What follows belongs to an exercise in optimizing a design on an open flow for small area; a production flow would make more cautious choices. The RTL was checked by simulation tests, not by an equivalence proof against the original design. Power and IR drop assume default switching activity. No driver is modelled on the clock port, so clocking that relies on it looks cheaper here than on a real chip.

<file path="flow/run.sh">
#!/bin/bash
# synth_recipe.tcl (not shown) runs the flow's synth.tcl, then flattens the netlist and writes it again
# the make line also repeats each setting of config.mk as NAME=value (left out here)
make -C /OpenROAD-flow-scripts/flow DESIGN_CONFIG=/design/flow/config.mk WORK_HOME=/design/flow/orfs CLKGATE_MAP_FILE= SYNTH_SCRIPT=/design/flow/synth_recipe.tcl finish
</file>
<file path="flow/config.mk">
export PLATFORM = sky130hd
export DESIGN_NAME = rk256_store
export DESIGN_NICKNAME = rk256_store
export VERILOG_FILES = /design/flow/design.v
export SDC_FILE = /design/flow/constraint.sdc
export NUM_CORES = 4
export LEC_CHECK = 0
export CAP_MARGIN = 20
export CORE_MARGIN = 2
export CORE_UTILIZATION = 45
export PLACE_DENSITY = 0.55
export SLEW_MARGIN = 20
export SYNTH_HIERARCHICAL = 1
export SYNTH_MINIMUM_KEEP_SIZE = 0
</file>
<file path="flow/constraint.sdc">
create_clock -name core_clock -period 5.0 [get_ports {mclk}]
set_input_delay 1.0000 -clock core_clock [delete_from_list [all_inputs] [get_ports {mclk}]]
set_output_delay 1.0000 -clock core_clock [all_outputs]
set_load 0.01 [all_outputs]
</file>
<file path="flow/design.v">
module rk256_store #(
    parameter int NKEYS = 15,
    parameter int AW    = 4
) (
    input  logic          mclk,
    input  logic          srst_n,
    input  logic          clear,
    input  logic [0:127]  rk256,
    input  logic [AW-1:0] rk256_count,
    input  logic          rk256_le,
    input  logic          rd_req,
    input  logic [AW-1:0] rd_round,
    output logic [0:127]  rd_key,
    output logic          rd_valid,
    output logic          keys_ready,
    output logic          load_err
);
    logic [3:0]   nloaded;
    logic [3:0]   rd_idx;
    logic [0:127] mem [15];
    logic wr_acc;
    logic wr_rej;
    logic rd_hit;
    logic rd_serve;
    always_comb begin
        wr_acc   = rk256_le && !clear && (rk256_count == nloaded)
                   && (nloaded != 4'd15);
        wr_rej   = rk256_le && !clear && !wr_acc;
        rd_hit   = (rd_round < nloaded)
                   || (wr_acc && (rd_round == rk256_count));
        rd_serve = rd_req && !rd_valid && !clear && rd_hit;
    end
    assign keys_ready = (nloaded == 4'd15);
    always_ff @(posedge mclk) begin
        if (!srst_n) begin
            nloaded  <= '0;
            load_err <= 1'b0;
            rd_valid <= 1'b0;
        end else begin
            rd_valid <= rd_serve;
            if (clear) begin
                nloaded  <= '0;
                load_err <= 1'b0;
            end else begin
                if (wr_acc) begin
                    nloaded <= nloaded + 4'd1;
                end
                if (wr_rej) begin
                    load_err <= 1'b1;
                end
            end
        end
    end
    always_ff @(posedge mclk) begin
        rd_idx <= rd_round;
    end
    for (genvar k = 0; k < 15; k++) begin : g_key
        always_ff @(posedge mclk) begin
            if (wr_acc && (nloaded == 4'(k))) begin
                mem[k] <= rk256;
            end
        end
    end
    logic [14:0] rd_sel;
    always_comb begin
        for (int k = 0; k < 15; k++) begin
            rd_sel[k] = (rd_idx == 4'(k));
        end
    end
    for (genvar b = 0; b < 128; b++) begin : g_rd
        logic [4:0] grp_n;
        for (genvar g = 0; g < 5; g++) begin : g_grp
            rk256_aoi222 u_aoi (
                .a0(rd_sel[3*g]),   .b0(mem[3*g][b]),
                .a1(rd_sel[3*g+1]), .b1(mem[3*g+1][b]),
                .a2(rd_sel[3*g+2]), .b2(mem[3*g+2][b]),
                .y (grp_n[g])
            );
        end
        rk256_nand5 u_or (.a(grp_n), .y(rd_key[b]));
    end
endmodule
module rk256_aoi222 (
    input  logic a0, b0, a1, b1, a2, b2,
    output logic y
);
    assign y = ~((a0 & b0) | (a1 & b1) | (a2 & b2));
endmodule
module rk256_nand5 (
    input  logic [4:0] a,
    output logic       y
);
    assign y = ~&a;
endmodule
</file>
==> results of run 1 <==
[timing repair]
action                     4_1_cts  5_1_grt
setup endpoints to repair        0       27
hold endpoints to repair         0        0
setup buffers                    0        5
gates resized for setup          0        5
[routing by layer]
| metal | vias up | global-route usage (%) | wire length, um |
|---|---|---|---|
| met1 | 19277 | 34.8 | 76200 |
| met3 | 291 | 5.84 | 20100 |
| met2 | 2129 | 39.9 | 91300 |
| met4 | 28 | 6.61 | 3930 |
| li1 | 14994 | - | - |
| met5 | - | 0 | 203 |
[placed cells by master (no fill, tap or decap), types with 3 or more instances in the layout]
master / instances
sky130_fd_sc_hd__clkdlybuf4s50_1: 271
sky130_fd_sc_hd__inv_6: 6
sky130_fd_sc_hd__clkinv_1: 41
sky130_fd_sc_hd__nor3_4: 6
sky130_fd_sc_hd__o21ai_0: 3
sky130_fd_sc_hd__a21oi_1: 4
sky130_fd_sc_hd__nand2_1: 6
sky130_fd_sc_hd__clkinvlp_4: 8
sky130_fd_sc_hd__a222oi_1: 640
sky130_fd_sc_hd__buf_4: 43
sky130_fd_sc_hd__clkbuf_8: 4
sky130_fd_sc_hd__buf_6: 4
sky130_fd_sc_hd__nand3_1: 51
sky130_fd_sc_hd__clkinv_2: 25
sky130_fd_sc_hd__clkbuf_16: 200
sky130_fd_sc_hd__xor2_1: 3
sky130_fd_sc_hd__nor2_1: 4
sky130_fd_sc_hd__clkbuf_1: 53
sky130_fd_sc_hd__clkinv_8: 3
sky130_fd_sc_hd__nand3_2: 80
sky130_fd_sc_hd__and3_4: 15
sky130_fd_sc_hd__xnor2_1: 4
sky130_fd_sc_hd__dfxtp_1: 7
sky130_fd_sc_hd__nand2b_1: 6
sky130_fd_sc_hd__diode_2: 10
sky130_fd_sc_hd__buf_12: 64
sky130_fd_sc_hd__ha_1: 7
sky130_fd_sc_hd__nor2_4: 9
sky130_fd_sc_hd__edfxtp_1: 1920
sky130_fd_sc_hd__and3_1: 129
sky130_fd_sc_hd__bufinv_16: 18
sky130_fd_sc_hd__inv_1: 5
[synthesized netlist by cell type (4+ instances only)]
library cell | number | area share (%)
sky130_fd_sc_hd__a21oi_1 | 4 | 0.030
sky130_fd_sc_hd__a222oi_1 | 640 | 9.7
sky130_fd_sc_hd__and3_1 | 138 | 1.3
sky130_fd_sc_hd__and3_2 | 6 | 0.068
sky130_fd_sc_hd__dfxtp_1 | 10 | 0.30
sky130_fd_sc_hd__edfxtp_1 | 1920 | 87
sky130_fd_sc_hd__ha_1 | 7 | 0.13
sky130_fd_sc_hd__inv_1 | 5 | 0.028
sky130_fd_sc_hd__nand2_1 | 6 | 0.034
sky130_fd_sc_hd__nand2b_1 | 6 | 0.057
sky130_fd_sc_hd__nand3_1 | 131 | 0.99
sky130_fd_sc_hd__nor2_1 | 12 | 0.068
sky130_fd_sc_hd__nor3_1 | 8 | 0.060
sky130_fd_sc_hd__xnor2_1 | 4 | 0.053
[layout make-up]
cell class	instances	area, um2	area share [%]
Clock buffer	255	5210	6.51
Clock inverter	104	1030	1.29
Tap cell	1917	2400	3.00
Antenna cell	10	25.0	0.0313
Multi-Input combinational cell	985	9040	11.3
Inverter	5	18.8	0.0235
Timing Repair Buffer	384	4410	5.51
Sequential cell	1930	57900	72.3
[modules after synthesis, one instance, submodules excluded]
module / cells / flip-flops and latches / area (um2)
rk256_aoi222: 1 / 0 / 10.0
rk256_nand5: 2 / 0 / 11.3
rk256_store: 2025 / 1930 / 58500
[final timing paths]
path / start / end / slack (ns)
max reg2reg: nloaded[0] / mem[11][111] / 1.92
min reg2reg: load_err / load_err / 0.48
max: rd_idx[1] / rd_key[84] / 0.12
min: load_err / load_err / 0.48
[critical path: stages (launching register included)]
cell                              delay [ns]
sky130_fd_sc_hd__dfxtp_1                0.61
sky130_fd_sc_hd__nand2b_1               0.42
sky130_fd_sc_hd__nor2_4                 0.11
sky130_fd_sc_hd__buf_12                 0.24
sky130_fd_sc_hd__a222oi_1               0.63
sky130_fd_sc_hd__nand3_1                0.43
sky130_fd_sc_hd__clkdlybuf4s50_1        0.60
[cells by family (layout without fill, tap and decap cells)]
family | after synthesis | after routing | synth area share (%)
fa+ha+maj | 7 | 7 | 0.132
buf+inv | 6 | 748 | 0.0453
simple gates | 317 | 317 | 2.69
xor+xnor | 7 | 7 | 0.0924
mux | 1 | 1 | 0.0151
flops | 1930 | 1930 | 87.2
other cells | 0 | 10 | 0
compound gates | 653 | 653 | 9.79
[power groups by stage]
stage | Sequential (mW) | Clock, mW | Combinational [mW]
floorplan | 18.1 | 0 | 0.492
global placement | 18.1 | 0 | 1.37
detailed placement | 18.1 | 0 | 1.39
CTS | 17.8 | 14.4 | 1.40
global route | 17.8 | 15.0 | 1.48
finish | 17.8 | 14.2 | 1.39
[through the flow]
step	cells	util, %	worst slack, ns	hold slack, ns
after global routing	5587	54.8	0.00556	0.504
after detailed placement	5215	50.5	0.909	0.479
after CTS	5574	54.7	0.0000528	0.490
after global placement	5215	50.5	0.953	0.493
after floorplan	2921	-	-0.0608	0.481
final	5590	54.8	0.122	0.479
[registers in the layout, summed over array words and instances (netlist names)]
| signal | flops |
|---|---|
| mem | 1920 |
| nloaded | 4 |
| rd_idx | 4 |
| load_err | 1 |
| rd_valid | 1 |
==> Implementation_results.wiki, run 1 <==
{| class="wikitable"
! Metric !! Value
|-
| Min Clock Period, post-route || 4.88 ns
|-
| Status || finished clean
|-
| Final setup TNS || 0 ns
|-
| Antenna violations before repair || 29
|-
| Maximum frequency from static timing analysis || 205 MHz
|-
| Filler cell count || 10991
|-
| Final Hold Viols || 0
|-
| CTS hold repair buffers || 0
|-
| Worst clock skew || 0.0223 ns
|-
| Critical Path Sink Type || output port
|-
| Die Area || 150000 um2
|-
| Synthesized Nets || 3069
|-
| Number of global-route vias before repair || 37505
|-
| Pwr per Cell Area || 417 nW/um2
|-
| Maximum capacitance violations || 0
|-
| Number of synthesized flops with an enable pin || 1920
|-
| Portion of total power attributed to the clock network || 42.5%
|-
| Mapped Avg Cell Area || 22.7 um2
|-
| Power consumption || 33.4 mW
|-
| Clock tree root driver cell || sky130_fd_sc_hd__clkbuf_16
|-
| Peak supply drop || 0.267 mV
|-
| Netlist Area Pre-Place || 66300 um2
|-
| Boundary pin count || 272
|-
| Clock buffers created by TritonCTS || 193
|-
| Cell count after synthesis || 2921
|-
| Maximum number of buffers from clock root to sink || 3
|-
| Depth of the worst hold-timing path || 2
|-
| Commonest register cell after synthesis || sky130_fd_sc_hd__edfxtp_1
|-
| Worst endpoint data arrival time || 3.88 ns
|-
| Final WL || 192 mm
|-
| Effective utilization at floorplan || 45.5%
|-
| H-Tree Level Count || 4
|-
| Detailed Route Iter0 Violations || 6168
|-
| Setup repair after global routing missed its margin || false
|-
| Combinational Power Share || 4.2%
|-
| Register area share after synthesis || 87.2%
|-
| Congestion Overflow GR || 0
|-
| Post-detailed-route DRC marker count || 0
|-
| Startpoint type of the worst setup path || flop
|-
| Largest net degree at the start of global routing || 83
|-
| Share of cells above drive strength 1 || 13.5%
|-
| Sw Share || 20.3%
|-
| Share of synthesized flip-flops with an asynchronous set or reset || 0%
|-
| Post-DP Area || 73600 um2
|-
| Maximum net fanout on the critical path || 58
|-
| Cell area after layout || 80000 um2
|-
| Distinct cells, synth || 31
|-
| Reported leakage power || 24.7 nW
|-
| Critical path required time || 4.00 ns
|-
| Worst-skew pair later-pin latency || 0.81 ns
|-
| Total track usage || 25.0%
|-
| Number of port buffers || 271
|-
| Total setup violations reported at the end of the flow || 0
|-
| Routability congestion estimate from global placement || 0.749
|-
| Placed wire-length estimate || 95.9 mm
|-
| Synth-to-Final Area Change || 20.6%
|-
| Pre-Repair DR Iteration Count || 9
|-
| First-pass GRT wire length || 269 mm
|-
| CTS tree || done
|-
| Number of nets in the finished design || 3647
|-
| DIE WIDTH || 388 um
|-
| Routed length per instance || 34.3 um
|-
| Count of clock tree sinks || 1930
|-
| Worst rel slew slack || 45.0%
|-
| Post-route clock period utilization || 97.6%
|-
| Internal portion of total power || 26.6 mW
|-
| Crit Path Class || flop to output port
|-
| Register share of total power || 53.3%
|-
| Number of vias per cell after detailed routing || 6.57
|-
| Vias after detailed routing || 36719
|-
| Total of warnings raised by yosys || 9
|-
| R2R depth || 6
|-
| Core Area || 146000 um2
|-
| Worst slew pin tran || 0.825 ns
|-
| #FFs+latches synth || 1930
|-
| Final count of pins violating max slew || 0
|-
| Switching component of the power || 6.77 mW
|-
| Antenna viol nets, final || 0
|-
| Class of the tightest hold or removal check || flop to flop
|-
| Height of the chip || 388 um
|-
| Register clock-pin slew on the reported worst setup and hold paths || 0.06 ns
|-
| Number of core rows || 140
|}
==> run 2, diff against run 1 <==
==> flow/flow/run.sh (new file) <==
#!/bin/bash
cp standard.sh standard_sh_copy.log
export BUFFER_PORTS_ARGS="-buffer_cell sky130_fd_sc_hd__buf_1"
export CTS_ARGS="-sink_clustering_enable -repair_clock_nets -sink_clustering_size 30 -sink_clustering_max_diameter 100 -dont_use_dummy_load"
bash standard.sh > standard.log 2>&1
status=$?
tail -50 standard.log
exit $status
==> flow/standard.sh (new file) <==
#!/bin/bash
# synth_recipe.tcl (not shown) runs the flow's synth.tcl, then flattens the netlist and writes it again
# the make line also repeats each setting of config.mk as NAME=value (left out here)
make -C /OpenROAD-flow-scripts/flow DESIGN_CONFIG=/design/flow/config.mk WORK_HOME=/design/flow/orfs CLKGATE_MAP_FILE= SYNTH_SCRIPT=/design/flow/synth_recipe.tcl "${@:-finish}"
removed: flow/run.sh
==> run 2 against run 1 <==
Against the previous run:
- non-clock buffer count down 12
- critical endpoint is now rd_key[83]
- total power fell by 22%
- worst setup slack better by 0.39 ns
- synthesized cell count did not move
- clock power decreased by about 50%
- sequential share of layout area rose by 6.3 points
- wire length fell by 7.1%
- first-iteration DRC count is 1.2% lower
- still clean on timing, DRC and antenna
==> Implementation_results.wiki, run 2 <==
{| class="wikitable"
! Metric !! Value
|-
| Worst r2r dst || mem[0][124] (was mem[11][111])
|-
| Register clock-pin slew on the reported worst setup and hold paths || 0.11 ns (was 0.06 ns)
|-
| Congestion Overflow GR || 0 (unchanged)
|-
| Number of core rows || 140 (unchanged)
|-
| Max incr delay on CP || 0.65 ns (was 0.63 ns)
|-
| Number of synthesized flops with an enable pin || 1920 (unchanged)
|-
| Final count of pins violating max slew || 0 (unchanged)
|-
| Pwr per Cell Area || 354 nW/um2 (was 417 nW/um2)
|-
| Combinational Power Share || 4.4% (was 4.2%)
|-
| Internal portion of total power || 20.8 mW (was 26.6 mW)
|-
| CTS tree || done (unchanged)
|-
| Worst endpoint data arrival time || 3.49 ns (was 3.88 ns)
|-
| Register area share after synthesis || 87.2% (unchanged)
|-
| Total setup violations reported at the end of the flow || 0 (unchanged)
|-
| Worst-skew pair later-pin latency || 0.70 ns (was 0.81 ns)
|-
| Total track usage || 23.2% (was 25.0%)
|-
| Number of nets in the finished design || 3517 (was 3647)
|-
| Clock buffers created by TritonCTS || 75 (was 193)
|-
| Biggest regs || mem (1920), nloaded (4), rd_idx (4) (unchanged)
|-
| Count of clock tree sinks || 1930 (unchanged)
|-
| Routability congestion estimate from global placement || 0.758 (was 0.749)
|-
| Portion of total power attributed to the clock network || 27.4% (was 42.5%)
|-
| Final WL || 178 mm (was 192 mm)
|-
| Most frequent cells in the layout || 1920 x sky130_fd_sc_hd__edfxtp_1, 640 x sky130_fd_sc_hd__a222oi_1, 271 x sky130_fd_sc_hd__buf_1 (was 1920 x sky130_fd_sc_hd__edfxtp_1, 640 x sky130_fd_sc_hd__a222oi_1, 271 x sky130_fd_sc_hd__clkdlybuf4s50_1)
|-
| Critical hold path startpoint || load_err (unchanged)
|-
| Synthesized Nets || 3069 (unchanged)
|-
| Switching component of the power || 5.27 mW (was 6.77 mW)
|-
| Largest net degree at the start of global routing || 103 (was 83)
|-
| Die Area || 150000 um2 (unchanged)
|-
| Share of synthesized flip-flops with an asynchronous set or reset || 0% (unchanged)
|-
| Library cell contributing the largest single delay on the critical path || sky130_fd_sc_hd__buf_4 (was sky130_fd_sc_hd__a222oi_1)
|-
| Top cells by count, synth || 1920 x sky130_fd_sc_hd__edfxtp_1, 640 x sky130_fd_sc_hd__a222oi_1, 138 x sky130_fd_sc_hd__and3_1 (unchanged)
|-
| Post-route clock period utilization || 89.8% (was 97.6%)
|-
| Biggest area consumer among synthesized cells || sky130_fd_sc_hd__edfxtp_1 (unchanged)
|-
| Boundary pin count || 272 (unchanged)
|-
| Detailed Route Iter0 Violations || 6097 (was 6168)
|-
| H-Tree Level Count || 3 (was 4)
|-
| Post-detailed-route DRC marker count || 0 (unchanged)
|-
| Synth-to-Final Area Change || 11.0% (was 20.6%)
|-
| Min Clock Period, post-route || 4.49 ns (was 4.88 ns)
|-
| Crit path cell chain || nand2b_1 -> nor2_4 -> buf_4 -> a222oi_1 -> and3_1 -> nand3_1 -> buf_1 (was nand2b_1 -> nor2_4 -> buf_12 -> a222oi_1 -> nand3_1 -> clkdlybuf4s50_1)
|-
| Share of cells above drive strength 1 || 8.70% (was 13.5%)
|-
| Register share of total power || 68.1% (was 53.3%)
|-
| Cell count after synthesis || 2921 (unchanged)
|-
| End-of-flow core utilization || 50.5% (was 54.8%)
|-
| Final Hold Viols || 0 (unchanged)
|-
| DIE WIDTH || 388 um (unchanged)
|-
| Antenna viol nets, final || 0 (unchanged)
|-
| Crit Path Class || flop to output port (unchanged)
|-
| Most common cell in the synthesized netlist || sky130_fd_sc_hd__edfxtp_1 (unchanged)
|-
| Origin of the critical flop-to-flop path || nloaded[0] (unchanged)
|-
| Most frequent standard cell in the layout excluding fill and tap cells || sky130_fd_sc_hd__edfxtp_1 (unchanged)
|-
| Effective utilization at floorplan || 45.5% (unchanged)
|-
| CTS hold repair buffers || 0 (unchanged)
|-
| Worst slew pin tran || 1.07 ns (was 0.825 ns)
|-
| Total of warnings raised by yosys || 9 (unchanged)
|-
| Maximum net fanout on the critical path || 35 (was 58)
|-
| Mapped Avg Cell Area || 22.7 um2 (unchanged)
|-
| Final standard cell count with taps included and fillers excluded || 5289 (was 5590)
|-
| Setup slack of the most critical reg-to-reg path || 1.89 ns (was 1.92 ns)
|-
| Number of global-route vias before repair || 35859 (was 37505)
|-
| Maximum frequency from static timing analysis || 223 MHz (was 205 MHz)
|-
| # Post-CTS Setup Buffers || 0 (unchanged)
|-
| Critical path required time || 4.00 ns (about the same)
|-
| Startpoint type of the worst setup path || flop (unchanged)
|-
| Commonest register cell after synthesis || sky130_fd_sc_hd__edfxtp_1 (unchanged)
|-
| Peak supply drop || 0.211 mV (was 0.267 mV)
|-
| Worst clock skew || 0.0491 ns (was 0.0223 ns)
|-
| Netlist Area Pre-Place || 66300 um2 (unchanged)
|-
| Critical Path Sink Type || output port (unchanged)
|-
| Status || finished clean (unchanged)
|-
| Distinct cells, synth || 31 (unchanged)
|-
| Core Area || 146000 um2 (unchanged)
|-
| Height of the chip || 388 um (unchanged)
|-
| Routed length per instance || 33.7 um (was 34.3 um)
|-
| Pre-Repair DR Iteration Count || 7 (was 9)
|-
| Number of vias per cell after detailed routing || 6.63 (was 6.57)
|-
| Vias after detailed routing || 35050 (was 36719)
|-
| Worst rel slew slack || 28.5% (was 45.0%)
|-
| Antenna violations before repair || 23 (was 29)
|-
| Reported leakage power || 21.7 nW (was 24.7 nW)
|-
| Post-Place Cells || 5209 (was 5215)
|-
| #FFs+latches synth || 1930 (unchanged)
|-
| Maximum number of buffers from clock root to sink || 3 (unchanged)
|-
| R2R depth || 6 (unchanged)
|-
| Sw Share || 20.2% (was 20.3%)
|-
| Number of instances resized during post-cts repair || 0 (unchanged)
|-
| First-pass GRT wire length || 252 mm (was 269 mm)
|-
| Capturing element of the worst setup path || rd_key[83] (was rd_key[84])
|-
| Placed wire-length estimate || 93.5 mm (was 95.9 mm)
|-
| Most flop-heavy register || mem (unchanged)
|-
| Area fraction of the dominant cell type after synthesis || 86.9% (unchanged)
|-
| Maximum capacitance violations || 0 (unchanged)
|-
| Number of port buffers || 271 (unchanged)
|-
| Max FFs per register || 1920 (unchanged)
|-
| CP startpoint || rd_idx[1] (unchanged)
|-
| Depth of the worst hold-timing path || 2 (unchanged)
|-
| Clock tree root driver cell || sky130_fd_sc_hd__clkbuf_16 (unchanged)
|-
| Class of the tightest hold or removal check || flop to flop (unchanged)
|-
| Setup repair after global routing missed its margin || false (unchanged)
|-
| Top area cells in the synthesized netlist || sky130_fd_sc_hd__edfxtp_1 87%, sky130_fd_sc_hd__a222oi_1 9.7%, sky130_fd_sc_hd__and3_1 1.3% (unchanged)
|}
run 2: cell count changes in the layout (fill, tap and decap cells not counted), moves of 7 or more:
cell / before / now
sky130_fd_sc_hd__bufinv_16: 18 / 0
sky130_fd_sc_hd__clkinv_2: 25 / 0
sky130_fd_sc_hd__buf_1: 0 / 271
sky130_fd_sc_hd__clkbuf_16: 200 / 75
sky130_fd_sc_hd__clkinv_1: 41 / 0
sky130_fd_sc_hd__clkinvlp_4: 8 / 0
sky130_fd_sc_hd__buf_4: 43 / 50
sky130_fd_sc_hd__buf_12: 64 / 51
sky130_fd_sc_hd__clkbuf_1: 53 / 0
sky130_fd_sc_hd__clkdlybuf4s50_1: 271 / 0
run 2: worst min-delay path by stage:
stage	to	slack [ns]
after floorplan	load_err	0.48
after global placement	load_err	0.49
after detailed placement	load_err	0.46
after CTS	load_err	0.48
after global routing	load_err	0.50
final	load_err	0.48
run 2: power groups by stage:
stage,sequential [mW],combinational (mW),clock [mW]
6_report,17.8,1.15,7.16
5_1_grt,17.8,1.24,7.84
4_1_cts,17.8,1.16,7.35
3_5_place_dp,18.1,1.16,0
3_3_place_gp,18.1,1.13,0
2_1_floorplan,18.1,0.492,0
run 2: logic make-up (layout without fill, tap and decap cells):
family | count (synthesis) | count (layout) | synth area share (%)
muxes | 1 | 1 | 0.0151
buffers and inverters | 6 | 452 | 0.0453
AOI/OAI and AO/OA | 653 | 653 | 9.79
and+or+nand+nor | 317 | 317 | 2.69
adders and majority gates | 7 | 7 | 0.132
other | 0 | 5 | 0
xor gates and xnor gates | 7 | 7 | 0.0924
DFF | 1930 | 1930 | 87.2
run 2: modules after synthesis, one instance, submodules excluded:
module,cells,copies in the design
rk256_aoi222,1,640
rk256_nand5,2,128
rk256_store,2025,1
run 2: layout make-up:
| class | instances | area [um2] |
|---|---|---|
| inverters | 5 | 18.8 |
| clock buffers | 75 | 1880 |
| multi-input cells | 985 | 9040 |
| repair buffers | 372 | 2410 |
| flip-flops and latches | 1930 | 57900 |
| diodes | 5 | 12.5 |
| well taps | 1917 | 2400 |
| fillers | 11563 | 72300 |
run 2: per-layer routing:
metal | part of all wire [%] | vias to the layer above | wire length, um | track usage (%)
li1 | - | 14526 | - | -
met1 | 40 | 18455 | 71100 | 32.7
met2 | 48 | 1831 | 85300 | 37.5
met3 | 10 | 210 | 18000 | 4.41
met4 | 2.0 | 28 | 3560 | 5.65
met5 | 0.093 | - | 166 | 0
run 2: per-stage QoR:
step                      setup slack (ns)  setup TNS [ns]  area, um2  hold slack [ns]  total power [mW]
after floorplan                    -0.0608         -0.0608      66800            0.481              18.6
after global placement                1.27               0      71700            0.486              19.3
after detailed placement              1.18               0      71700            0.465              19.3
after CTS                            0.453               0      73600            0.483              26.3
after global routing                 0.369               0      73600            0.501              26.9
final                                0.510               0      73600            0.481              26.1
run 2: critical path, delay by kind of cell (launching register included):
family          cells  cell delay (ns)
simple gates        4             1.31
buf+inv             2             0.85
flops               1             0.48
compound gates      1             0.13
==> run 3, diff against run 2 <==
==> flow/flow/run.sh (replaced) <==
#!/bin/bash
cp standard.sh standard_sh_copy.log
export BUFFER_PORTS_ARGS="-buffer_cell sky130_fd_sc_hd__buf_1"
export CTS_ARGS="-sink_clustering_enable -repair_clock_nets -sink_clustering_size 30 -sink_clustering_max_diameter 100 -dont_use_dummy_load"
export PRE_RESIZE_TCL="$(pwd)/flow/rebuffer.tcl"
bash standard.sh > standard.log 2>&1
status=$?
tail -50 standard.log
exit $status
==> flow/flow/rebuffer.tcl (new file) <==
# PRE_RESIZE hook. Timing-driven global placement buffers each of the
# design's 128-load nets (the 15 key write enables and the 15 read selects)
# with a tree of five or six buffers. Replace each such tree by a single
# buf_12 at the centroid of the net's loads; repair_design, which runs right
# after this hook, still fixes any slew or capacitance violation left.
proc rebuf_remove {inst} {
  set in_net ""
  set out_net ""
  foreach it [$inst getITerms] {
    if {[[$it getMTerm] getSigType] != "SIGNAL"} continue
    if {[$it isInputSignal]} {
      set in_net [$it getNet]
    } elseif {[$it isOutputSignal]} {
      set out_net [$it getNet]
    }
  }
  foreach it [$out_net getITerms] {
    if {[$it getInst] == $inst} continue
    $it disconnect
    $it connect $in_net
  }
  odb::dbInst_destroy $inst
  odb::dbNet_destroy $out_net
}

set block [ord::get_db_block]
set removed 0
foreach inst [$block getInsts] {
  if {[string match place* [$inst getName]]
      && [string match *buf* [[$inst getMaster] getName]]} {
    rebuf_remove $inst
    incr removed
  }
}
puts "rebuffer: removed $removed placement buffers"

set inserted 0
foreach net [get_nets *] {
  set name [get_full_name $net]
  set loads [get_pins -of_objects $net -filter "direction==input"]
  if {[llength $loads] <= 64} continue
  # leave the clock net to clock tree synthesis
  if {[llength [get_pins -quiet -of_objects $net -filter "is_clock==1"]] > 0} continue
  set sx 0
  set sy 0
  foreach p $loads {
    set loc [[[sta::sta_to_db_pin $p] getInst] getLocation]
    incr sx [lindex $loc 0]
    incr sy [lindex $loc 1]
  }
  set n [llength $loads]
  set x [ord::dbu_to_microns [expr {$sx / $n}]]
  set y [ord::dbu_to_microns [expr {$sy / $n}]]
  insert_buffer -buffer_cell sky130_fd_sc_hd__buf_12 -net $net -location [list $x $y]
  incr inserted
  puts "rebuffer: $name ($n loads) at $x $y"
}
puts "rebuffer: inserted $inserted buffers"
==> run 3 against run 2 <==
Against the previous run:
- still clean on timing, DRC and antenna
- via count down 0.64%
- total power up 0.20%
- die area stayed put
- worst setup slack worse by 0.29 ns
- utilization shrank 0.53 points
- non-clock buffer count fell by 71
- worst hold slack lost 0.0015 ns
- synthesized cell count unchanged
- clock skew shrank 0.0058 ns
- global-route usage hardly changed
- combinational power barely moved
- largest power group unchanged
- highest routed layer unchanged
==> Implementation_results.wiki, run 3 <==
{| class="wikitable"
! Metric !! Value
|-
| Top area cells in the synthesized netlist || sky130_fd_sc_hd__edfxtp_1 87%, sky130_fd_sc_hd__a222oi_1 9.7%, sky130_fd_sc_hd__and3_1 1.3% (unchanged)
|-
| Routed length per instance || 34.3 um (was 33.7 um)
|-
| Antenna violations before repair || 17 (was 23)
|-
| Top cells by count, synth || 1920 x sky130_fd_sc_hd__edfxtp_1, 640 x sky130_fd_sc_hd__a222oi_1, 138 x sky130_fd_sc_hd__and3_1 (unchanged)
|-
| Effective utilization at floorplan || 45.5% (unchanged)
|-
| Most common cell in the synthesized netlist || sky130_fd_sc_hd__edfxtp_1 (unchanged)
|-
| Register area share after synthesis || 87.2% (unchanged)
|-
| Distinct cells, synth || 31 (unchanged)
|-
| Compound-Gate Fraction of Synth Area || 9.79% (unchanged)
|-
| First-pass GRT wire length || 253 mm (was 252 mm)
|-
| Number of port buffers || 271 (unchanged)
|-
| Largest net degree at the start of global routing || 129 (was 103)
|-
| Worst slew pin tran || 1.06 ns (was 1.07 ns)
|-
| Worst endpoint data arrival time || 3.78 ns (was 3.49 ns)
|-
| Critical path required time || 4.00 ns (about the same)
|-
| Commonest register cell after synthesis || sky130_fd_sc_hd__edfxtp_1 (unchanged)
|-
| Worst setup slack before clock tree synthesis || 1.03 ns (was 1.18 ns)
|-
| Maximum net fanout on the critical path || 128 (was 35)
|-
| Reported leakage power || 21.3 nW (was 21.7 nW)
|-
| Peak supply drop || 0.238 mV (was 0.211 mV)
|-
| Biggest regs || mem (1920), nloaded (4), rd_idx (4) (unchanged)
|-
| Clock buffers created by TritonCTS || 76 (was 75)
|-
| Most flop-heavy register || mem (unchanged)
|-
| Core Area || 146000 um2 (unchanged)
|-
| Setup slack of the most critical reg-to-reg path || 1.82 ns (was 1.89 ns)
|-
| #FFs+latches synth || 1930 (unchanged)
|-
| Min Clock Period, post-route || 4.78 ns (was 4.49 ns)
|-
| Total setup violations reported at the end of the flow || 0 (unchanged)
|-
| Simple logic cell fraction of the synthesized area || 2.69% (unchanged)
|-
| Depth of the worst hold-timing path || 2 (unchanged)
|-
| Origin of the critical flop-to-flop path || nloaded[0] (unchanged)
|-
| Placed wire-length estimate || 77.6 mm (was 93.5 mm)
|-
| Number of synthesized flops with an enable pin || 1920 (unchanged)
|-
| Routability congestion estimate from global placement || 0.758 (unchanged)
|-
| Share of synthesized flip-flops with an asynchronous set or reset || 0% (unchanged)
|-
| Worst clock skew || 0.0433 ns (was 0.0491 ns)
|-
| Post-route clock period utilization || 95.6% (was 89.8%)
|-
| Boundary pin count || 272 (unchanged)
|-
| Synthesized Nets || 3069 (unchanged)
|-
| Critical hold path startpoint || load_err (unchanged)
|-
| Share of cells above drive strength 1 || 6.76% (was 8.70%)
|-
| H-Tree Level Count || 3 (unchanged)
|-
| Kind of cell adding the most delay to the critical path || buffers and inverters (was simple AND/OR/NAND/NOR gates)
|-
| Final WL || 179 mm (was 178 mm)
|-
| Detailed Route Iter0 Violations || 6244 (was 6097)
|-
| Worst r2r dst || mem[10][122] (was mem[0][124])
|-
| Clock tree root driver cell || sky130_fd_sc_hd__clkbuf_16 (unchanged)
|-
| Max FFs per register || 1920 (unchanged)
|-
| Final Hold Viols || 0 (unchanged)
|-
| Number of buffer and inverter stages on the critical path || 2 (unchanged)
|-
| Parity-gate share of the synthesized area counting xor and xnor cells || 0.0924% (unchanged)
|-
| Final setup margin || 0.218 ns (was 0.510 ns)
|-
| Crit Path Class || flop to output port (unchanged)
|-
| Most frequent standard cell in the layout excluding fill and tap cells || sky130_fd_sc_hd__edfxtp_1 (unchanged)
|-
| Height of the chip || 388 um (unchanged)
|-
| Biggest area consumer among synthesized cells || sky130_fd_sc_hd__edfxtp_1 (unchanged)
|-
| Setup repair after global routing missed its margin || false (unchanged)
|-
| Number of instances resized during post-cts repair || 0 (unchanged)
|-
| Total track usage || 23.2% (about the same)
|-
| CTS tree || done (unchanged)
|-
| DIE WIDTH || 388 um (unchanged)
|-
| Pwr per Cell Area || 359 nW/um2 (was 354 nW/um2)
|-
| Crit path cell chain || nand2b_1 -> nor3_4 -> buf_12 -> a222oi_1 -> and3_1 -> nand3_1 -> buf_1 (was nand2b_1 -> nor2_4 -> buf_4 -> a222oi_1 -> and3_1 -> nand3_1 -> buf_1)
|-
| Vias after detailed routing || 34825 (was 35050)
|-
| Count of clock tree sinks || 1930 (unchanged)
|-
| Most frequent cells in the layout || 1920 x sky130_fd_sc_hd__edfxtp_1, 640 x sky130_fd_sc_hd__a222oi_1, 271 x sky130_fd_sc_hd__buf_1 (unchanged)
|-
| Largest family of logic cells by synthesized area || compound AO/OA/AOI/OAI gates (unchanged)
|-
| CTS hold repair buffers || 0 (unchanged)
|-
| Final count of pins violating max slew || 0 (unchanged)
|-
| Maximum capacitance violations || 0 (unchanged)
|-
| Startpoint type of the worst setup path || flop (unchanged)
|-
| Adder and majority gate portion of the synthesized area || 0.132% (unchanged)
|-
| Max incr delay on CP || 0.76 ns (was 0.65 ns)
|-
| Pre-Repair DR Iteration Count || 9 (was 7)
|-
| Worst-skew pair later-pin latency || 0.73 ns (was 0.70 ns)
|-
| R2R depth || 6 (unchanged)
|-
| Cell count after synthesis || 2921 (unchanged)
|-
| Total of warnings raised by yosys || 9 (unchanged)
|-
| Post-detailed-route DRC marker count || 0 (unchanged)
|-
| Library cell contributing the largest single delay on the critical path || sky130_fd_sc_hd__buf_12 (was sky130_fd_sc_hd__buf_4)
|-
| Number of core rows || 140 (unchanged)
|-
| Maximum number of buffers from clock root to sink || 3 (unchanged)
|-
| Congestion Overflow GR || 0 (unchanged)
|-
| Synth-to-Final Area Change || 9.85% (was 11.0%)
|-
| Class of the tightest hold or removal check || flop to flop (unchanged)
|-
| Number of vias per cell after detailed routing || 6.68 (was 6.63)
|-
| Register clock-pin slew on the reported worst setup and hold paths || 0.11 ns (about the same)
|-
| Number of global-route vias before repair || 35376 (was 35859)
|-
| Number of nets in the finished design || 3447 (was 3517)
|-
| Area fraction of the dominant cell type after synthesis || 86.9% (unchanged)
|-
| Netlist Area Pre-Place || 66300 um2 (unchanged)
|-
| Worst rel slew slack || 29.1% (was 28.5%)
|-
| Die Area || 150000 um2 (unchanged)
|-
| Maximum frequency from static timing analysis || 209 MHz (was 223 MHz)
|-
| Power consumption || 26.1 mW (about the same)
|-
| Mapped Avg Cell Area || 22.7 um2 (unchanged)
|-
| Critical Path Sink Type || output port (unchanged)
|-
| # Post-CTS Setup Buffers || 0 (unchanged)
|-
| Share of cell area taken by muxes after synthesis || 0.0151% (unchanged)
|-
| Status || finished clean (unchanged)
|-
| Antenna viol nets, final || 0 (unchanged)
|-
| Hold Path Sink || load_err (unchanged)
|}
[run 3: cell counts after synthesis]
Identical to the previous run, type by type.
[run 3: worst max-delay path by stage]
stage	slack, ns	to	startpoint	cells after the start
after floorplan	-0.06	rd_key[0]	rd_idx[3]	4
after global placement	1.27	mem[0][25]	rk256_count[0]	6
after detailed placement	1.03	rd_key[84]	rd_idx[1]	7
after CTS	0.24	rd_key[84]	rd_idx[1]	7
after global routing	0.11	rd_key[84]	rd_idx[1]	7
final	0.22	rd_key[71]	rd_idx[1]	7
[run 3: logic make-up (layout without fill, tap and decap cells)]
group | Yosys count | count (layout)
buf+inv | 6 | 382
simple gates | 317 | 317
compound gates | 653 | 653
xor+xnor | 7 | 7
flops | 1930 | 1930
fa+ha+maj | 7 | 7
other cells | 0 | 3
mux | 1 | 1
[run 3: stage by stage]
stage / setup TNS, ns / area, um2 / hold slack [ns] / util [%] / cells
after CTS: 0 / 72800 / 0.487 / 49.9 / 5214
after floorplan: -0.0608 / 66800 / 0.481 / - / 2921
final: 0 / 72900 / 0.480 / 49.9 / 5217
after detailed placement: 0 / 70900 / 0.479 / 48.6 / 5138
after global routing: 0 / 72800 / 0.500 / 49.9 / 5214
after global placement: 0 / 71700 / 0.486 / 49.2 / 5209
[run 3: layer usage]
metal / global-route usage [%] / share of wire, % / vias to the layer above
met5: 0 / 0.071 / -
met2: 37.7 / 48 / 1709
met1: 32.7 / 41 / 18496
met4: 5.21 / 1.8 / 22
li1: - / - / 14384
met3: 4.42 / 9.5 / 214
[run 3: report_power, final]
part	total (mW)	switching [mW]	internal, mW	leakage [nW]
clock network	7.22	4.47	2.75	0.937
logic	1.14	0.822	0.316	3.04
registers	17.8	0.00886	17.8	17.3
[run 3: layout make-up]
type / instances / area (um2)
diodes: 3 / 7.51
fillers: 11582 / 73100
repair buffers: 301 / 1620
multi-input cells: 985 / 9040
flip-flops and latches: 1930 / 57900
well taps: 1917 / 2400
inverters: 5 / 18.8
clock buffers: 76 / 1900
[run 3: worst register-to-register path, stage by stage, from the launching register on]
cell,delay (ns)
sky130_fd_sc_hd__dfxtp_1,0.41
sky130_fd_sc_hd__ha_1,0.34
sky130_fd_sc_hd__and2_1,0.21
sky130_fd_sc_hd__o21a_1,0.25
sky130_fd_sc_hd__nor2_4,0.35
sky130_fd_sc_hd__and3_4,0.33
sky130_fd_sc_hd__buf_12,0.78
[run 3: modules after synthesis (local to each module, per instance)]
module | cells inside | copies in the design | cell area, um2
rk256_aoi222 | 1 | 640 | 10.0
rk256_nand5 | 2 | 128 | 11.3
rk256_store | 2025 | 1 | 58500
==> run 4, diff against run 3 <==
--- a/flow/design.v
+++ b/flow/design.v
@@ -16,7 +16,6 @@
     output logic          load_err
 );
     logic [3:0]   nloaded;
-    logic [3:0]   rd_idx;
     logic [0:127] mem [15];
     logic wr_acc;
     logic wr_rej;
@@ -51,20 +50,17 @@
             end
         end
     end
+    logic [14:0] rd_sel;
     always_ff @(posedge mclk) begin
-        rd_idx <= rd_round;
+        for (int k = 0; k < 15; k++) begin
+            rd_sel[k] <= (rd_round == 4'(k));
+        end
     end
     for (genvar k = 0; k < 15; k++) begin : g_key
         always_ff @(posedge mclk) begin
             if (wr_acc && (nloaded == 4'(k))) begin
                 mem[k] <= rk256;
             end
-        end
-    end
-    logic [14:0] rd_sel;
-    always_comb begin
-        for (int k = 0; k < 15; k++) begin
-            rd_sel[k] = (rd_idx == 4'(k));
         end
     end
     for (genvar b = 0; b < 128; b++) begin : g_rd
==> run 4 against run 3 <==
Against the previous run:
- wire length down 3.9%
- combinational power about the same
- critical path type unchanged
- worst hold slack gained 0.013 ns
- still clean
- largest cell class unchanged
==> Implementation_results.wiki, run 4 <==
{| class="wikitable"
! Metric !! Value
|-
| Post-Place Cells || 5161 (was 5138)
|-
| Worst r2r dst || mem[8][100] (was mem[10][122])
|-
| Clock buffers created by TritonCTS || 76 (unchanged)
|-
| Area fraction of the dominant cell type after synthesis || 86.6% (was 86.9%)
|-
| Amount of wire on met3 after detailed routing || 15.7 mm (was 17.1 mm)
|-
| Vias after detailed routing || 34687 (was 34825)
|-
| Worst clock skew || 0.0776 ns (was 0.0433 ns)
|-
| Combinational Power Share || 4.3% (was 4.4%)
|-
| Number of synthesized flops with an enable pin || 1920 (unchanged)
|-
| Critical path required time || 4.00 ns (about the same)
|-
| Number of vias per cell after detailed routing || 6.62 (was 6.68)
|-
| Max incr delay on CP || 0.63 ns (was 0.76 ns)
|-
| Register clock-pin slew on the reported worst setup and hold paths || 0.11 ns (about the same)
|-
| Maximum capacitance violations || 0 (unchanged)
|-
| CP startpoint || rd_sel[14] (was rd_idx[1])
|-
| Total number of cells along the worst setup path || 5 (was 7)
|-
| Setup slack of the most critical reg-to-reg path || 1.63 ns (was 1.82 ns)
|-
| Share of cells above drive strength 1 || 4.23% (was 6.76%)
|-
| Synth-to-Final Area Change || 9.07% (was 9.85%)
|-
| Number of nets in the finished design || 3457 (was 3447)
|-
| Crit path cell chain || buf_12 -> a222oi_1 -> and3_1 -> nand3_1 -> buf_1 (was nand2b_1 -> nor3_4 -> buf_12 -> a222oi_1 -> and3_1 -> nand3_1 -> buf_1)
|-
| Internal portion of total power || 20.9 mW (was 20.8 mW)
|-
| Clock tree root driver cell || sky130_fd_sc_hd__clkbuf_16 (unchanged)
|-
| CTS tree || done (unchanged)
|-
| Final standard cell count with taps included and fillers excluded || 5240 (was 5217)
|-
| Most common cell in the synthesized netlist || sky130_fd_sc_hd__edfxtp_1 (unchanged)
|-
| Number of instances resized during post-cts repair || 0 (unchanged)
|-
| Core Area || 147000 um2 (was 146000 um2)
|-
| Cell area after layout || 72600 um2 (was 72900 um2)
|-
| Total setup violations reported at the end of the flow || 0 (unchanged)
|-
| Post-detailed-route DRC marker count || 0 (unchanged)
|-
| Boundary pin count || 272 (unchanged)
|-
| Depth of the worst hold-timing path || 2 (unchanged)
|-
| Commonest register cell after synthesis || sky130_fd_sc_hd__edfxtp_1 (unchanged)
|-
| DIE WIDTH || 389 um (was 388 um)
|-
| Mapped Avg Cell Area || 22.7 um2 (about the same)
|-
| Number of buffer and inverter stages on the critical path || 2 (unchanged)
|-
| Synthesized Nets || 3084 (was 3069)
|-
| Number of global-route vias before repair || 34730 (was 35376)
|-
| Worst slew pin tran || 1.02 ns (was 1.06 ns)
|-
| Min Clock Period, post-route || 3.77 ns (was 4.78 ns)
|-
| Pwr per Cell Area || 362 nW/um2 (was 359 nW/um2)
|-
| Top cells by count, synth || 1920 x sky130_fd_sc_hd__edfxtp_1, 640 x sky130_fd_sc_hd__a222oi_1, 138 x sky130_fd_sc_hd__and3_1 (unchanged)
|-
| Number of port buffers || 271 (unchanged)
|-
| Switching component of the power || 5.36 mW (was 5.30 mW)
|-
| Portion of total power attributed to the clock network || 27.7% (was 27.6%)
|-
| Distinct cells, synth || 33 (was 31)
|-
| Die Area || 151000 um2 (was 150000 um2)
|-
| First-pass GRT wire length || 247 mm (was 253 mm)
|-
| Share of synthesized flip-flops with an asynchronous set or reset || 0% (unchanged)
|-
| Biggest area consumer among synthesized cells || sky130_fd_sc_hd__edfxtp_1 (unchanged)
|-
| Placed wire-length estimate || 85.3 mm (was 77.6 mm)
|-
| Routed length per instance || 32.9 um (was 34.3 um)
|-
| Effective utilization at floorplan || 45.2% (was 45.5%)
|-
| Final count of pins violating max slew || 0 (unchanged)
|-
| Maximum number of buffers from clock root to sink || 3 (unchanged)
|-
| Register area share after synthesis || 87.3% (was 87.2%)
|-
| Largest net degree at the start of global routing || 129 (unchanged)
|-
| Highest signal layer in the routed design || met5 (unchanged)
|-
| Biggest regs || mem (1920), rd_sel (15), nloaded (4) (was mem (1920), nloaded (4), rd_idx (4))
|-
| Cell count after synthesis || 2936 (was 2921)
|-
| Netlist Area Pre-Place || 66600 um2 (was 66300 um2)
|-
| Top area cells in the synthesized netlist || sky130_fd_sc_hd__edfxtp_1 87%, sky130_fd_sc_hd__a222oi_1 9.6%, sky130_fd_sc_hd__and3_1 1.3% (was sky130_fd_sc_hd__edfxtp_1 87%, sky130_fd_sc_hd__a222oi_1 9.7%, sky130_fd_sc_hd__and3_1 1.3%)
|-
| Kind of cell adding the most delay to the critical path || buffers and inverters (unchanged)
|-
| Final Hold Viols || 0 (unchanged)
|-
| Sw Share || 20.4% (was 20.3%)
|-
| Peak supply drop || 0.261 mV (was 0.238 mV)
|-
| Worst-skew pair later-pin latency || 0.71 ns (was 0.73 ns)
|-
| Worst endpoint data arrival time || 2.77 ns (was 3.78 ns)
|-
| Final setup TNS || 0 ns (unchanged)
|-
| Startpoint type of the worst setup path || flop (unchanged)
|-
| Max FFs per register || 1920 (unchanged)
|-
| Wl on met1 || 70.6 mm (was 72.9 mm)
|-
| Height of the chip || 389 um (was 388 um)
|-
| #FFs+latches synth || 1941 (was 1930)
|-
| Post-DP Area || 70700 um2 (was 70900 um2)
|-
| Pre-Repair DR Iteration Count || 9 (unchanged)
|-
| Maximum net fanout on the critical path || 128 (unchanged)
|-
| Detailed route wirelength on metal2 || 82.6 mm (was 85.9 mm)
|-
| Count of clock tree sinks || 1941 (was 1930)
|-
| Congestion Overflow GR || 0 (unchanged)
|-
| H-Tree Level Count || 3 (unchanged)
|-
| Total of warnings raised by yosys || 9 (unchanged)
|-
| CTS hold repair buffers || 0 (unchanged)
|-
| Most frequent standard cell in the layout excluding fill and tap cells || sky130_fd_sc_hd__edfxtp_1 (unchanged)
|-
| Antenna violations before repair || 9 (was 17)
|-
| R2R depth || 6 (unchanged)
|-
| Most flop-heavy register || mem (unchanged)
|-
| # Post-CTS Setup Buffers || 0 (unchanged)
|-
| Capturing element of the worst setup path || rd_key[33] (was rd_key[71])
|-
| Routability congestion estimate from global placement || 0.800 (was 0.758)
|-
| Register share of total power || 68.0% (about the same)
|-
| Final WL || 172 mm (was 179 mm)
|-
| Maximum frequency from static timing analysis || 265 MHz (was 209 MHz)
|-
| Critical Path Sink Type || output port (unchanged)
|-
| Antenna viol nets, final || 0 (unchanged)
|-
| Origin of the critical flop-to-flop path || nloaded[0] (unchanged)
|-
| Class of the tightest hold or removal check || flop to flop (unchanged)
|-
| Crit Path Class || flop to output port (unchanged)
|-
| Number of core rows || 141 (was 140)
|-
| Filler cell count || 11740 (was 11582)
|-
| Setup repair after global routing missed its margin || false (unchanged)
|-
| Worst rel slew slack || 32.3% (was 29.1%)
|-
| Post-route clock period utilization || 75.4% (was 95.6%)
|-
| Detailed Route Iter0 Violations || 6345 (was 6244)
|-
| Total track usage || 22.4% (was 23.2%)
|-
| Library cell contributing the largest single delay on the critical path || sky130_fd_sc_hd__buf_12 (unchanged)
|-
| Reported leakage power || 21.0 nW (was 21.3 nW)
|-
| Most frequent cells in the layout || 1920 x sky130_fd_sc_hd__edfxtp_1, 640 x sky130_fd_sc_hd__a222oi_1, 271 x sky130_fd_sc_hd__buf_1 (unchanged)
|-
| Status || finished clean (unchanged)
|}
-- run 4: cell types whose count changed after synthesis, sizes merged --
cell    before  now
nor2        13   14
a21oi        4    5
dfxtp       10   21
a21boi       0    1
clkbuf       0    5
nand2        6    5
o21ai        3    2
a21o         0    1
and2         1    0
or2          1    0
o21a         2    1
-- run 4: power groups by stage --
stage / Combinational [mW] / Clock, mW / Sequential [mW]
2_1_floorplan: 0.380 / 0 / 18.3
3_3_place_gp: 1.05 / 0 / 18.3
3_5_place_dp: 1.13 / 0 / 18.2
4_1_cts: 1.14 / 7.44 / 17.9
5_1_grt: 1.21 / 7.95 / 17.9
6_report: 1.12 / 7.28 / 17.9
-- run 4: kinds of logic (layout without fill, tap and decap cells) --
kind of cell,count (synthesis),in the layout,share of synthesized area [%]
XOR/XNOR,7,7,0.0921
other,0,3,0
buffers and inverters,11,382,0.0752
flip-flops,1941,1941,87.3
adder cells (fa/ha/maj),7,7,0.132
AND/OR/NAND/NOR,315,315,2.66
AO/OA/AOI/OAI,654,654,9.77
multiplexers,1,1,0.0150
-- run 4: worst min-delay path by stage --
stage | from | endpoint
6_report | load_err | load_err
5_1_grt | rd_req | rd_valid
4_1_cts | rd_req | rd_valid
3_5_place_dp | load_err | load_err
3_3_place_gp | load_err | load_err
2_1_floorplan | load_err | load_err
-- run 4: per-stage QoR --
stage / hold WS [ns] / utilization, % / setup slack (ns) / power [mW]
floorplan: 0.481 / - / 0.931 / 18.7
CTS: 0.466 / 49.3 / 1.09 / 26.4
global route: 0.488 / 49.3 / 1.10 / 27.0
global placement: 0.486 / 48.5 / 1.11 / 19.3
detailed placement: 0.474 / 48.0 / 1.22 / 19.4
finish: 0.493 / 49.3 / 1.23 / 26.3
-- run 4: per-module statistics from Yosys (local to each module, per instance) --
module,cells inside,flip-flops and latches,copies in the design,area [um2]
rk256_store,2040,1941,1,58700
rk256_aoi222,1,0,640,10.0
rk256_nand5,2,0,128,11.3
-- run 4: cell type report --
class	instances	area (um2)	area share [%]
flip-flops and latches	1941	58100	80.1
multi-input cells	984	8500	11.7
well taps	1930	2410	3.33
clock buffers	76	1900	2.62
repair buffers	301	1620	2.23
inverters	5	18.8	0.0259
diodes	3	7.51	0.0103
-- run 4: layer usage --
layer  vias to the layer above  GRT usage [%]
li1                      14421              -
met1                     18347           31.7
met2                      1740           36.2
met3                       173           4.52
met4                         6           4.73
met5                         -              0
-- run 4: worst min-delay path: stages (launching register included) --
cell and delay, ns:
sky130_fd_sc_hd__dfxtp_1 0.33, sky130_fd_sc_hd__nand2_1 0.06, sky130_fd_sc_hd__o31ai_1 0.06
==> run 5, diff against run 4 <==
==> flow/flow/run.sh (replaced) <==
#!/bin/bash
cp standard.sh standard_sh_copy.log
export BUFFER_PORTS_ARGS="-buffer_cell sky130_fd_sc_hd__buf_1"
export CTS_ARGS="-sink_clustering_enable -repair_clock_nets -sink_clustering_size 18 -sink_clustering_max_diameter 100 -dont_use_dummy_load -buf_list sky130_fd_sc_hd__clkbuf_8"
export PRE_RESIZE_TCL="$(pwd)/flow/rebuffer.tcl"
bash standard.sh > standard.log 2>&1
status=$?
tail -50 standard.log
exit $status
==> run 5 against run 4 <==
Against the previous run:
- still clean on timing, DRC and antenna
- wire length up 0.57%
- sequential share of layout area up 0.28 points
- final area down 0.35%
- clock-buffer cell count up 43
- register-to-register slack better by 0.05 ns
- sequential power about the same
- synthesized area unchanged
- maximum frequency down 5.8%
- flip-flop and latch count unchanged
- utilization down 0.17 points
- clock skew up 0.022 ns
- largest power group unchanged
==> Implementation_results.wiki, run 5 <==
{| class="wikitable"
! Metric !! Value
|-
| Status || finished clean (unchanged)
|-
| Most common cell in the synthesized netlist || sky130_fd_sc_hd__edfxtp_1 (unchanged)
|-
| Maximum capacitance violations || 0 (unchanged)
|-
| Filler cell count || 11767 (was 11740)
|-
| CTS tree || done (unchanged)
|-
| Clock buffers created by TritonCTS || 119 (was 76)
|-
| Register clock-pin slew on the reported worst setup and hold paths || 0.11 ns (about the same)
|-
| H-Tree Level Count || 3 (unchanged)
|-
| Boundary pin count || 272 (unchanged)
|-
| Critical path required time || 4.00 ns (about the same)
|-
| Number of synthesized flops with an enable pin || 1920 (unchanged)
|-
| Die Area || 151000 um2 (unchanged)
|-
| Maximum net fanout on the critical path || 128 (unchanged)
|-
| Pwr per Cell Area || 355 nW/um2 (was 362 nW/um2)
|-
| Top area cells in the synthesized netlist || sky130_fd_sc_hd__edfxtp_1 87%, sky130_fd_sc_hd__a222oi_1 9.6%, sky130_fd_sc_hd__and3_1 1.3% (unchanged)
|-
| Top cells by count, synth || 1920 x sky130_fd_sc_hd__edfxtp_1, 640 x sky130_fd_sc_hd__a222oi_1, 138 x sky130_fd_sc_hd__and3_1 (unchanged)
|-
| Critical Path Sink Type || output port (unchanged)
|-
| Commonest register cell after synthesis || sky130_fd_sc_hd__edfxtp_1 (unchanged)
|-
| Maximum frequency from static timing analysis || 250 MHz (was 265 MHz)
|-
| Share of synthesized flip-flops with an asynchronous set or reset || 0% (unchanged)
|-
| Internal portion of total power || 20.3 mW (was 20.9 mW)
|-
| Register area || 58100 um2 (unchanged)
|-
| Number of core rows || 141 (unchanged)
|-
| Total track usage || 22.5% (was 22.4%)
|-
| Class of the tightest hold or removal check || input port to flop (was flop to flop)
|-
| Synth-to-Final Area Change || 8.69% (was 9.07%)
|-
| Hold Slack || 0.345 ns (was 0.493 ns)
|-
| Worst clock skew || 0.0996 ns (was 0.0776 ns)
|-
| Min Clock Period, post-route || 4.00 ns (was 3.77 ns)
|-
| Biggest area consumer among synthesized cells || sky130_fd_sc_hd__edfxtp_1 (unchanged)
|-
| Count of clock tree sinks || 1941 (unchanged)
|-
| Congestion Overflow GR || 0 (unchanged)
|-
| Sw Share || 21.1% (was 20.4%)
|-
| Total of warnings raised by yosys || 9 (unchanged)
|-
| Peak supply drop || 0.231 mV (was 0.261 mV)
|-
| Post-route clock period utilization || 80.0% (was 75.4%)
|-
| Most frequent cells in the layout || 1920 x sky130_fd_sc_hd__edfxtp_1, 640 x sky130_fd_sc_hd__a222oi_1, 271 x sky130_fd_sc_hd__buf_1 (unchanged)
|-
| Worst rel slew slack || 30.4% (was 32.3%)
|-
| Distinct cells, synth || 33 (unchanged)
|-
| Biggest regs || mem (1920), rd_sel (15), nloaded (4) (unchanged)
|-
| Max FFs per register || 1920 (unchanged)
|-
| Reported leakage power || 20.9 nW (was 21.0 nW)
|-
| Post-detailed-route DRC marker count || 0 (unchanged)
|-
| Maximum number of buffers from clock root to sink || 3 (unchanged)
|-
| Final setup TNS || 0 ns (unchanged)
|-
| Worst-skew pair later-pin latency || 0.89 ns (was 0.71 ns)
|-
| Register share of total power || 69.5% (was 68.0%)
|-
| First-pass GRT wire length || 247 mm (about the same)
|-
| End-of-flow core utilization || 49.1% (was 49.3%)
|-
| Share of cells above drive strength 1 || 5.46% (was 4.23%)
|-
| Height of the chip || 389 um (unchanged)
|-
| Worst slew pin tran || 1.04 ns (was 1.02 ns)
|-
| Detailed Route Iter0 Violations || 6006 (was 6345)
|-
| Effective utilization at floorplan || 45.2% (unchanged)
|-
| Startpoint type of the worst setup path || flop (unchanged)
|-
| Placed wire-length estimate || 85.3 mm (unchanged)
|-
| Routed length per instance || 32.8 um (was 32.9 um)
|-
| Final Hold Viols || 0 (unchanged)
|-
| Number of port buffers || 271 (unchanged)
|-
| Cell count after synthesis || 2936 (unchanged)
|-
| Antenna violations before repair || 9 (unchanged)
|-
| Largest net degree at the start of global routing || 129 (unchanged)
|-
| Portion of total power attributed to the clock network || 26.1% (was 27.7%)
|-
| Area fraction of the dominant cell type after synthesis || 86.6% (unchanged)
|-
| Number of global-route vias before repair || 35126 (was 34730)
|-
| Number of nets in the finished design || 3500 (was 3457)
|-
| Total setup violations reported at the end of the flow || 0 (unchanged)
|-
| Mapped Avg Cell Area || 22.7 um2 (unchanged)
|-
| Register area share after synthesis || 87.3% (unchanged)
|-
| Number of instances resized during post-cts repair || 0 (unchanged)
|-
| Worst endpoint data arrival time || 3.00 ns (was 2.77 ns)
|-
| Netlist Area Pre-Place || 66600 um2 (unchanged)
|-
| Vias after detailed routing || 34766 (was 34687)
|-
| Antenna viol nets, final || 0 (unchanged)
|-
| Switching component of the power || 5.41 mW (was 5.36 mW)
|-
| Area of combinational cells with multiple inputs || 8500 um2 (unchanged)
|-
| Core Area || 147000 um2 (unchanged)
|-
| # Post-CTS Setup Buffers || 0 (unchanged)
|-
| Crit Path Class || flop to output port (unchanged)
|-
| Most flop-heavy register || mem (unchanged)
|-
| Number of vias per cell after detailed routing || 6.57 (was 6.62)
|-
| Final WL || 173 mm (was 172 mm)
|-
| Pre-Repair DR Iteration Count || 8 (was 9)
|-
| CTS hold repair buffers || 0 (unchanged)
|-
| Routability congestion estimate from global placement || 0.800 (unchanged)
|-
| Synthesized Nets || 3084 (unchanged)
|-
| Final count of pins violating max slew || 0 (unchanged)
|-
| #FFs+latches synth || 1941 (unchanged)
|-
| Combinational Power Share || 4.4% (was 4.3%)
|-
| Setup repair after global routing missed its margin || false (unchanged)
|-
| Clock tree root driver cell || sky130_fd_sc_hd__clkbuf_8 (was sky130_fd_sc_hd__clkbuf_16)
|-
| DIE WIDTH || 389 um (unchanged)
|-
| Most frequent standard cell in the layout excluding fill and tap cells || sky130_fd_sc_hd__edfxtp_1 (unchanged)
|}
run 5: changes by cell type in the layout (fill, tap and decap cells not counted), sizes merged:
cell | before | now
diode | 3 | 8
clkbuf | 76 | 119
run 5: cell families (layout without fill, tap and decap cells):
family / count (synthesis) / in the layout / synth area share, %
AO/OA/AOI/OAI: 654 / 654 / 9.77
XOR/XNOR: 7 / 7 / 0.0921
adder cells (fa/ha/maj): 7 / 7 / 0.132
buffers and inverters: 11 / 425 / 0.0752
flip-flops: 1941 / 1941 / 87.3
multiplexers: 1 / 1 / 0.0150
other: 0 / 8 / 0
AND/OR/NAND/NOR: 315 / 315 / 2.66
run 5: critical path, cell delays in order, from the launching register on:
cell and delay (ns):
sky130_fd_sc_hd__dfxtp_4 0.41, sky130_fd_sc_hd__buf_12 0.61, sky130_fd_sc_hd__a222oi_1 0.27, sky130_fd_sc_hd__and3_1 0.24, sky130_fd_sc_hd__nand3_1 0.19, sky130_fd_sc_hd__buf_1 0.34
run 5: path summary, 6_finish.rpt:
path	from	end	slack, ns	depth (start not counted)
max	rd_sel[12]	rd_key[33]	1.00	5
min	rd_req	rd_valid	0.35	2
max reg2reg	nloaded[0]	mem[8][100]	1.68	6
min reg2reg	load_err	load_err	0.50	2
run 5: metal layers:
layer / part of all wire (%) / global-route usage, % / wire (um) / vias up
met5: 0.085 / 0.606 / 148 / -
met3: 9.8 / 5.39 / 16900 / 193
met2: 47 / 35.8 / 82200 / 1791
met4: 2.2 / 6.30 / 3870 / 6
met1: 40 / 31.1 / 70100 / 18286
li1: - / - / - / 14490
run 5: stage by stage:
stage / power (mW) / area (um2) / cells / setup slack [ns]
final: 25.7 / 72300 / 5288 / 1.00
after global routing: 26.5 / 72300 / 5284 / 0.905
after CTS: 25.9 / 72300 / 5280 / 0.864
after detailed placement: 19.4 / 70700 / 5161 / 1.22
after global placement: 19.3 / 71400 / 5232 / 1.11
after floorplan: 18.7 / 66600 / 2936 / 0.931
run 5: area by class of cell:
type                            count  share of cell area, %
Multi-Input combinational cell    984                   11.7
Timing Repair Buffer              301                   2.24
Antenna cell                        8                 0.0277
Sequential cell                  1941                   80.4
Inverter                            5                 0.0259
Clock buffer                      119                   2.26
Tap cell                         1930                   3.34
run 5: power groups by stage:
stage                     Combinational (mW)  Clock (mW)  Sequential [mW]
final                                   1.12        6.70             17.9
after global routing                    1.21        7.38             17.9
after CTS                               1.14        6.87             17.9
after detailed placement                1.13           0             18.2
after global placement                  1.05           0             18.3
after floorplan                        0.380           0             18.3
run 5: Yosys stat by module (local to each module, per instance):
| module | cells | times used | flip-flops and latches |
|---|---|---|---|
| rk256_aoi222 | 1 | 640 | 0 |
| rk256_nand5 | 2 | 128 | 0 |
| rk256_store | 2040 | 1 | 1941 |

-- static timing again, ports no longer ideal --
No port has a modelled driver above. Below, the same layouts with a new extraction and two added sets of constraints. Step 1: set_driving_cell puts a clkbuf_16 on mclk and a buf_2 on each other input, an assumption about the parent block. Step 2 adds t to the input delays and takes it off the output delays; t is the mean of the earliest and latest rising clock arrival at the registers after step 1. Input paths then give back, and output paths get back, about the clock's delay inside the block. Slacks: ideal ports / drivers / drivers and shift; pairs: ideal ports / drivers.
run	shift t [ns]	slack for setup (ns)	worst hold slack (ns)	latest minus earliest clock arrival (ns)	worst slew at a driven data input, ns
run 1	0.883	0.122 / 0.041 / 0.875	0.479 / 0.479 / 0.479	0.025 / 0.025	0.19
run 2	0.775	0.510 / 0.427 / 1.202	0.481 / 0.481 / 0.481	0.087 / 0.087	0.17
run 3	0.766	0.218 / 0.137 / 0.902	0.480 / 0.480 / 0.480	0.083 / 0.083	0.17
run 4	0.764	1.232 / 1.149 / 1.126	0.493 / 0.464 / 0.493	0.102 / 0.102	0.21
run 5	0.915	1.002 / 0.932 / 1.137	0.345 / 0.298 / 0.505	0.112 / 0.111	0.22
After both steps setup and hold are still met in every run listed. For run 4, which loses most, drivers alone change the setup slack by -0.083 ns; drivers and shift together by -0.106 ns.
